Context: an optimization exercise on an open-source flow, tuned for small area. The choices shown serve that exercise and are no tape-out recipe. Only simulation tests tie the RTL to the original design; equivalence was not proved. No activity file was given, so power comes from the tool's default toggle rates.

Setup of gamma:
==> flow/design.v <==
`default_nettype none
package qpu_pkg;
  localparam int XLEN        = 32;
  localparam int INSTR_WIDTH = 32;
  localparam int RFIDX_WIDTH = 4;
  localparam int IMM_WIDTH   = 16;
  localparam int TIME_WIDTH  = 20;
  localparam int QUBIT_NUM   = 8;
  localparam int RF_NUM = 2 ** RFIDX_WIDTH;
  typedef logic [INSTR_WIDTH-1:0] instr_t;
  typedef logic [XLEN-1:0]        data_t;
  typedef logic [RFIDX_WIDTH-1:0] rfidx_t;
  typedef logic [TIME_WIDTH-1:0]  time_t;
  typedef logic [QUBIT_NUM-1:0]   qubits_t;
  typedef enum logic [3:0] {
    OP_NOP     = 4'd0,
    OP_ADD     = 4'd1,
    OP_ADDI    = 4'd2,
    OP_QWAIT   = 4'd3,
    OP_MEASURE = 4'd4,
    OP_FMR     = 4'd5
  } opcode_e;
endpackage
`default_nettype wire
`timescale 1ns/1ns
`default_nettype none
module qpu_exu_fa
(
  input  logic a,
  input  logic b,
  input  logic ci,
  output logic s,
  output logic co
);
  assign s  = a ^ b ^ ci;
  assign co = (a & b) | (ci & (a ^ b));
endmodule
module qpu_exu_ha
(
  input  logic a,
  input  logic b,
  output logic s,
  output logic co
);
  assign s  = a ^ b;
  assign co = a & b;
endmodule
module qpu_exu_alu
#(
  parameter int NB = 5,
  parameter logic [8*NB+7:0] BND = {8'd32, 8'd26, 8'd20, 8'd14, 8'd7, 8'd0}
)
(
  input  logic [31:0] i_a,
  input  logic [31:0] i_b,
  output logic [31:0] o_sum
);
  logic [NB:0] bc;
  assign bc[0] = 1'b0;
  for (genvar k = 0; k < NB; k++)
  begin : g_blk
    localparam int LO = int'(BND[8*k +: 8]);
    localparam int HI = int'(BND[8*(k+1) +: 8]);
    localparam int W  = HI - LO;
    logic [W:1]   c0;    
    logic [W-1:0] s0;    
    qpu_exu_ha u_ha0 (.a (i_a[LO]), .b (i_b[LO]), .s (s0[0]), .co (c0[1]));
    for (genvar i = 1; i < W; i++)
    begin : g_fa
      qpu_exu_fa u_fa (.a (i_a[LO+i]), .b (i_b[LO+i]), .ci (c0[i]), .s (s0[i]), .co (c0[i+1]));
    end
    if (k == 0)
    begin : g_first
      assign o_sum[HI-1:LO] = s0;
      assign bc[k+1] = c0[W];
    end
    else
    begin : g_inc
      logic [W-1:0] t;   
      assign t[0] = bc[k];
      for (genvar i = 0; i < W-1; i++)
      begin : g_ha
        qpu_exu_ha u_ha (.a (s0[i]), .b (t[i]), .s (o_sum[LO+i]), .co (t[i+1]));
      end
      assign o_sum[HI-1] = s0[W-1] ^ t[W-1];
      assign bc[k+1] = c0[W] | (bc[k] & (&s0));
    end
  end
endmodule
`default_nettype wire
`timescale 1ns/1ns
`default_nettype none
module qpu_exu_aoi222
(
  input  logic s0, d0,
  input  logic s1, d1,
  input  logic s2, d2,
  output logic y
);
  assign y = !((s0 && d0) || (s1 && d1) || (s2 && d2));
endmodule
module qpu_exu_hold
(
  input  logic en,
  input  logic en_n,
  input  logic w,
  input  logic q,
  output logic d
);
  assign d = (en && w) || (en_n && q);
endmodule
module qpu_exu_holdv
#(
  parameter int W = 1
)
(
  input  logic         en,
  input  logic [W-1:0] w,
  input  logic [W-1:0] q,
  output logic [W-1:0] d
);
  for (genvar b = 0; b < W; b++)
  begin : g_bit
    qpu_exu_hold u_hold (.en (en), .en_n (!en), .w (w[b]), .q (q[b]), .d (d[b]));
  end
endmodule
`default_nettype wire
`timescale 1ns/1ns
`default_nettype none
import qpu_pkg::*;
module qpu_exu
(
  input  logic    clk,
  input  logic    i_arst_n,
  input  logic    i_instr_valid,
  output logic    o_instr_ready,
  input  qpu_pkg::instr_t  i_instr,
  output logic    o_tiq_valid,
  input  logic    i_tiq_ready,
  output qpu_pkg::time_t   o_tiq_time,
  output logic    o_evq_valid,
  input  logic    i_evq_ready,
  output qpu_pkg::time_t   o_evq_time,
  output qpu_pkg::qubits_t o_evq_qubits,
  input  logic    i_mcu_valid,
  input  qpu_pkg::qubits_t i_mcu_result,
  output logic    o_wb_valid,
  output qpu_pkg::rfidx_t  o_wb_rdidx,
  output qpu_pkg::data_t   o_wb_data
);
  logic [3:0]  op;
  logic [3:0]  rd, rs1, rs2;
  logic [15:0] imm;
  assign op  = i_instr[31:28];
  assign rd  = i_instr[27:24];
  assign rs1 = i_instr[23:20];
  assign rs2 = i_instr[19:16];
  assign imm = i_instr[15:0];
  logic is_add, is_addi, is_qwait, is_meas, is_fmr, is_wb;
  assign is_add   = (op == 4'd1);
  assign is_addi  = (op == 4'd2);
  assign is_qwait = (op == 4'd3);
  assign is_meas  = (op == 4'd4);
  assign is_fmr   = (op == 4'd5);
  assign is_wb    = is_add | is_addi | is_fmr;
  logic a_rf, a_time, b_rf, b_imm, b_sext, b_fmr;
  assign a_rf   = !op[2] && !(op[1] && op[0]);                  
  assign a_time = (op[1] && op[0]) || (op[2] && !op[0]);        
  assign b_rf   = !op[2] && !op[1] && op[0];                    
  assign b_imm  = !op[2] && op[1];                              
  assign b_sext = !op[2] && op[1] && !op[0];                    
  assign b_fmr  = op[2] && op[0];                               
  qpu_pkg::data_t regs [1:15];
  logic [15:1]    rf_vld;
  qpu_pkg::time_t time_q;
  logic           time_vld;
  qpu_pkg::qubits_t meas_q;
  qpu_pkg::qubits_t oitf_mem [4];
  logic [3:0] oitf_vld;
  logic       oitf_full;
  logic [3:0] head_oh;
  qpu_pkg::qubits_t head_mask;
  qpu_pkg::qubits_t pending;
  always_comb
  begin
    pending = '0;
    for (int i = 0; i < 4; i++)
      if (oitf_vld[i])
        pending = pending | oitf_mem[i];
  end
  logic fmr_stall, meas_stall, qwait_stall, issue;
  assign fmr_stall   = is_fmr && pending[imm[2:0]];
  assign meas_stall  = is_meas && (oitf_full || (o_evq_valid && !i_evq_ready));
  assign qwait_stall = is_qwait && o_tiq_valid && !i_tiq_ready;
  assign o_instr_ready = !(fmr_stall || meas_stall || qwait_stall);
  assign issue = i_instr_valid && o_instr_ready;
  logic [15:1] sel_a, sel_b;
  always_comb
  begin
    for (int i = 1; i < 16; i++)
    begin
      sel_a[i] = a_rf && rf_vld[i] && (rs1 == 4'(i));
      sel_b[i] = b_rf && rf_vld[i] && (rs2 == 4'(i));
    end
  end
  logic [4:0] ya [32];
  logic [4:0] yb [32];
  for (genvar b = 0; b < 32; b++)
  begin : g_rd
    for (genvar g = 0; g < 5; g++)
    begin : g_grp
      qpu_exu_aoi222 u_a (
        .s0 (sel_a[3*g+1]), .d0 (regs[3*g+1][b]),
        .s1 (sel_a[3*g+2]), .d1 (regs[3*g+2][b]),
        .s2 (sel_a[3*g+3]), .d2 (regs[3*g+3][b]),
        .y  (ya[b][g])
      );
      qpu_exu_aoi222 u_b (
        .s0 (sel_b[3*g+1]), .d0 (regs[3*g+1][b]),
        .s1 (sel_b[3*g+2]), .d1 (regs[3*g+2][b]),
        .s2 (sel_b[3*g+3]), .d2 (regs[3*g+3][b]),
        .y  (yb[b][g])
      );
    end
  end
  qpu_pkg::data_t opa, opb, sum;
  always_comb
  begin
    for (int b = 0; b < 32; b++)
    begin
      opa[b] = !(&ya[b]);
      opb[b] = !(&yb[b]);
    end
    opa[19:0] = opa[19:0] | ({20{a_time && time_vld}} & time_q);
    opb[15:0] = opb[15:0] | ({16{b_imm}} & imm);
    opb[31:16] = opb[31:16] | {16{b_sext && imm[15]}};
    opb[0] = opb[0] | (b_fmr && meas_q[imm[2:0]]);
  end
  qpu_exu_alu u_add (.i_a(opa), .i_b(opb), .o_sum(sum));
  logic rf_we;
  assign rf_we = issue && is_wb;
  logic [15:1] rf_wen;
  always_comb
    for (int i = 1; i < 16; i++)
      rf_wen[i] = rf_we && (rd == 4'(i));
  qpu_pkg::data_t regs_d [1:15];
  for (genvar i = 1; i < 16; i++)
  begin : g_rf
    for (genvar b = 0; b < 32; b++)
    begin : g_bit
      qpu_exu_hold u_hold (
        .en   (rf_wen[i]),
        .en_n (!rf_wen[i]),
        .w    (sum[b]),
        .q    (regs[i][b]),
        .d    (regs_d[i][b])
      );
    end
  end
  always_ff @(posedge clk)
  begin
    for (int i = 1; i < 16; i++)
      regs[i] <= regs_d[i];
  end
  always_ff @(posedge clk or negedge i_arst_n)
  begin
    if (!i_arst_n)
    begin
      rf_vld   <= '0;
      time_vld <= 1'b0;
    end
    else
    begin
      for (int i = 1; i < 16; i++)
        if (rf_we && (rd == 4'(i)))
          rf_vld[i] <= 1'b1;
      if (issue && is_qwait)
        time_vld <= 1'b1;
    end
  end
  logic issue_qwait;
  assign issue_qwait = issue && is_qwait;
  qpu_pkg::time_t time_d;
  qpu_exu_holdv #(.W(20)) u_time_hold (
    .en (issue_qwait), .w (sum[19:0]), .q (time_q), .d (time_d)
  );
  always_ff @(posedge clk)
    time_q <= time_d;
  assign o_tiq_time = time_q;
  logic oitf_push, oitf_pop;
  assign oitf_push = issue && is_meas;
  assign oitf_pop  = i_mcu_valid;
  assign oitf_full = oitf_vld[3];
  always_comb
  begin
    for (int e = 0; e < 4; e++)
      head_oh[e] = oitf_vld[e] && !((e < 3) ? oitf_vld[(e+1)%4] : 1'b0);
    head_mask = '0;
    for (int e = 0; e < 4; e++)
      head_mask = head_mask | ({8{head_oh[e]}} & oitf_mem[e]);
  end
  always_ff @(posedge clk or negedge i_arst_n)
  begin
    if (!i_arst_n)
    begin
      oitf_vld <= '0;
      meas_q   <= '0;
    end
    else
    begin
      case ({oitf_push, oitf_pop})
        2'b10:   oitf_vld <= {oitf_vld[2:0], 1'b1};
        2'b01:   oitf_vld <= {1'b0, oitf_vld[3:1]};
        default: oitf_vld <= oitf_vld;
      endcase
      if (oitf_pop)
        meas_q <= (meas_q & ~head_mask) | (i_mcu_result & head_mask);
    end
  end
  for (genvar e = 0; e < 4; e++)
  begin : g_oitf
    qpu_pkg::qubits_t mem_d;
    qpu_exu_holdv #(.W(8)) u_hold (
      .en (oitf_push), .w ((e == 0) ? imm[7:0] : oitf_mem[(e+3)%4]), .q (oitf_mem[e]), .d (mem_d)
    );
    always_ff @(posedge clk)
      oitf_mem[e] <= mem_d;
  end
  assign o_evq_qubits = oitf_mem[0];
  qpu_pkg::time_t   evq_time_d;
  qpu_exu_holdv #(.W(20)) u_evq_time_hold (
    .en (oitf_push), .w (sum[19:0]), .q (o_evq_time), .d (evq_time_d)
  );
  always_ff @(posedge clk or negedge i_arst_n)
  begin
    if (!i_arst_n)
    begin
      o_tiq_valid <= 1'b0;
      o_evq_valid <= 1'b0;
      o_wb_valid  <= 1'b0;
    end
    else
    begin
      if (issue && is_qwait)
        o_tiq_valid <= 1'b1;
      else if (i_tiq_ready)
        o_tiq_valid <= 1'b0;
      if (oitf_push)
        o_evq_valid <= 1'b1;
      else if (i_evq_ready)
        o_evq_valid <= 1'b0;
      o_wb_valid <= rf_we;
    end
  end
  always_ff @(posedge clk)
  begin
    o_evq_time   <= evq_time_d;
    o_wb_rdidx <= rd;
    o_wb_data  <= sum;
  end
endmodule
`default_nettype wire
clock: 9.0 ns
lec_check: 0
cap_margin: 10
core_margin: 2
core_utilization: 40
slew_margin: 10
synth_hierarchical: 1
synth_minimum_keep_size: 0
standard.sh (not shown) runs the stock make flow with config.mk's settings and CLKGATE_MAP_FILE= SYNTH_SCRIPT=/design/flow/synth_recipe.tcl, a recipe that flattens the netlist after the stock synthesis.
==> flow/flow/run.sh <==
#!/bin/bash
# Standard ORFS layout with smaller port buffers and a leaner clock tree.
set -euo pipefail
bash standard.sh \
  BUFFER_PORTS_ARGS="-buffer_cell sky130_fd_sc_hd__buf_1" \
  CTS_ARGS="-sink_clustering_enable -repair_clock_nets -dont_use_dummy_load -buf_list sky130_fd_sc_hd__clkbuf_16 -sink_clustering_size 30 -sink_clustering_max_diameter 80" \
  finish > standard.log 2>&1
What alpha does differently from gamma at the input level:
-- flow/design.v --
<<< gamma, line 178
  qpu_pkg::qubits_t oitf_mem [4];
  logic [3:0] oitf_vld;
  logic       oitf_full;
  logic [3:0] head_oh;
  qpu_pkg::qubits_t head_mask;
  qpu_pkg::qubits_t pending;
  always_comb
>>> alpha, line 178
  qpu_pkg::qubits_t oitf_mem [4];
  logic [3:0] oitf_vld;
  logic [3:0] wr_oh;      
  logic       oitf_full;
  logic [3:0] head_oh;
  qpu_pkg::qubits_t head_mask, last_mask;
  qpu_pkg::qubits_t pending;
  always_comb
<<< gamma, line 291
  assign oitf_push = issue && is_meas;
  assign oitf_pop  = i_mcu_valid;
  assign oitf_full = oitf_vld[3];
  always_comb
  begin
    for (int e = 0; e < 4; e++)
      head_oh[e] = oitf_vld[e] && !((e < 3) ? oitf_vld[(e+1)%4] : 1'b0);
    head_mask = '0;
    for (int e = 0; e < 4; e++)
      head_mask = head_mask | ({8{head_oh[e]}} & oitf_mem[e]);
  end
  always_ff @(posedge clk or negedge i_arst_n)
>>> alpha, line 292
  assign oitf_push = issue && is_meas;
  assign oitf_pop  = i_mcu_valid;
  assign oitf_full = &oitf_vld;
  always_comb
  begin
    for (int e = 0; e < 4; e++)
      head_oh[e] = oitf_full ? wr_oh[e] : (oitf_vld[e] && !oitf_vld[(e+3)%4]);
    head_mask = '0;
    last_mask = '0;
    for (int e = 0; e < 4; e++)
    begin
      head_mask = head_mask | ({8{head_oh[e]}} & oitf_mem[e]);
      last_mask = last_mask | ({8{wr_oh[(e+1)%4]}} & oitf_mem[e]);
    end
  end
  always_ff @(posedge clk or negedge i_arst_n)
<<< gamma, line 305
    begin
      oitf_vld <= '0;
      meas_q   <= '0;
    end
    else
    begin
      case ({oitf_push, oitf_pop})
        2'b10:   oitf_vld <= {oitf_vld[2:0], 1'b1};
        2'b01:   oitf_vld <= {1'b0, oitf_vld[3:1]};
        default: oitf_vld <= oitf_vld;
      endcase
      if (oitf_pop)
        meas_q <= (meas_q & ~head_mask) | (i_mcu_result & head_mask);
>>> alpha, line 310
    begin
      oitf_vld <= '0;
      wr_oh    <= 4'b0001;
      meas_q   <= '0;
    end
    else
    begin
      for (int e = 0; e < 4; e++)
        oitf_vld[e] <= (oitf_push && wr_oh[e]) || (oitf_vld[e] && !(oitf_pop && head_oh[e]));
      if (oitf_push)
        wr_oh <= {wr_oh[2:0], wr_oh[3]};
      if (oitf_pop)
        meas_q <= (meas_q & ~head_mask) | (i_mcu_result & head_mask);
<<< gamma, line 322
    qpu_pkg::qubits_t mem_d;
    qpu_exu_holdv #(.W(8)) u_hold (
      .en (oitf_push), .w ((e == 0) ? imm[7:0] : oitf_mem[(e+3)%4]), .q (oitf_mem[e]), .d (mem_d)
    );
    always_ff @(posedge clk)
      oitf_mem[e] <= mem_d;
  end
  assign o_evq_qubits = oitf_mem[0];
  qpu_pkg::time_t   evq_time_d;
  qpu_exu_holdv #(.W(20)) u_evq_time_hold (
>>> alpha, line 327
    qpu_pkg::qubits_t mem_d;
    qpu_exu_holdv #(.W(8)) u_hold (
      .en (oitf_push && wr_oh[e]), .w (imm[7:0]), .q (oitf_mem[e]), .d (mem_d)
    );
    always_ff @(posedge clk)
      oitf_mem[e] <= mem_d;
  end
  assign o_evq_qubits = last_mask;
  qpu_pkg::time_t   evq_time_d;
  qpu_exu_holdv #(.W(20)) u_evq_time_hold (
Notes after the runs:
- [compare] base=gamma new=alpha: half-perimeter wire length of the detailed placement result went down by 790 µm; parity-gate share of the synthesized area counting xor and xnor cells neither gained nor lost much; utilization after layout flat; synthesized cell count went up; clock insertion delay at the later pin of the skew report shows a reduction of 0.02 ns.
- Run comparison: gamma worst setup path endpoint regs[10][31]$_DFF_P_; alpha worst setup path endpoint regs[6][25]$_DFF_P_
- Combinational power: alpha < gamma
- Detailed route, alpha vs gamma: via total lower for alpha
- All of alpha and gamma finish clean.
- Number of clock buffers in the layout of alpha exceeds that of gamma by a few percent.
- alpha and gamma ended up with nearly the same met2 routed wirelength.
- alpha has final period utilization above what gamma had.
- alpha has critical path's largest stage delay above what gamma had.
- Total non-filler cell area in the finished layout grows slightly when moving from gamma to alpha.
- Between gamma and alpha, total clock sinks increased.
- Sort alpha and gamma by clock share of power, descending, and alpha comes first.

## re-timing with driven ports
The flow's constraints put no driver on any port. The routed layouts listed below were extracted and timed again, unchanged, in two steps. Step 1 (the two cells are an assumption about what drives the block):
set clk [get_ports {clk}]
set_driving_cell -lib_cell sky130_fd_sc_hd__clkbuf_16 $clk
set_driving_cell -lib_cell sky130_fd_sc_hd__buf_2 [delete_from_list [all_inputs] $clk]
Step 2 also shifts input and output timing later by t, the mid clock arrival at the registers, as if the neighbouring blocks saw the same clock. Three values: no drivers, after step 1, after step 2; two values: the first two.
run | shift t [ns] | slack for setup (ns) | clock arrival spread, ns
gamma | 0.691 | 0.516 / 0.547 / -0.144 | 0.073 / 0.073
alpha | 0.672 | 0.480 / 0.490 / -0.182 | 0.050 / 0.050
With both steps, setup timing fails in gamma and alpha, where it was met with ideal ports. The setup slack of alpha, which loses most, moves by +0.010 ns with the drivers and by -0.662 ns with both steps.
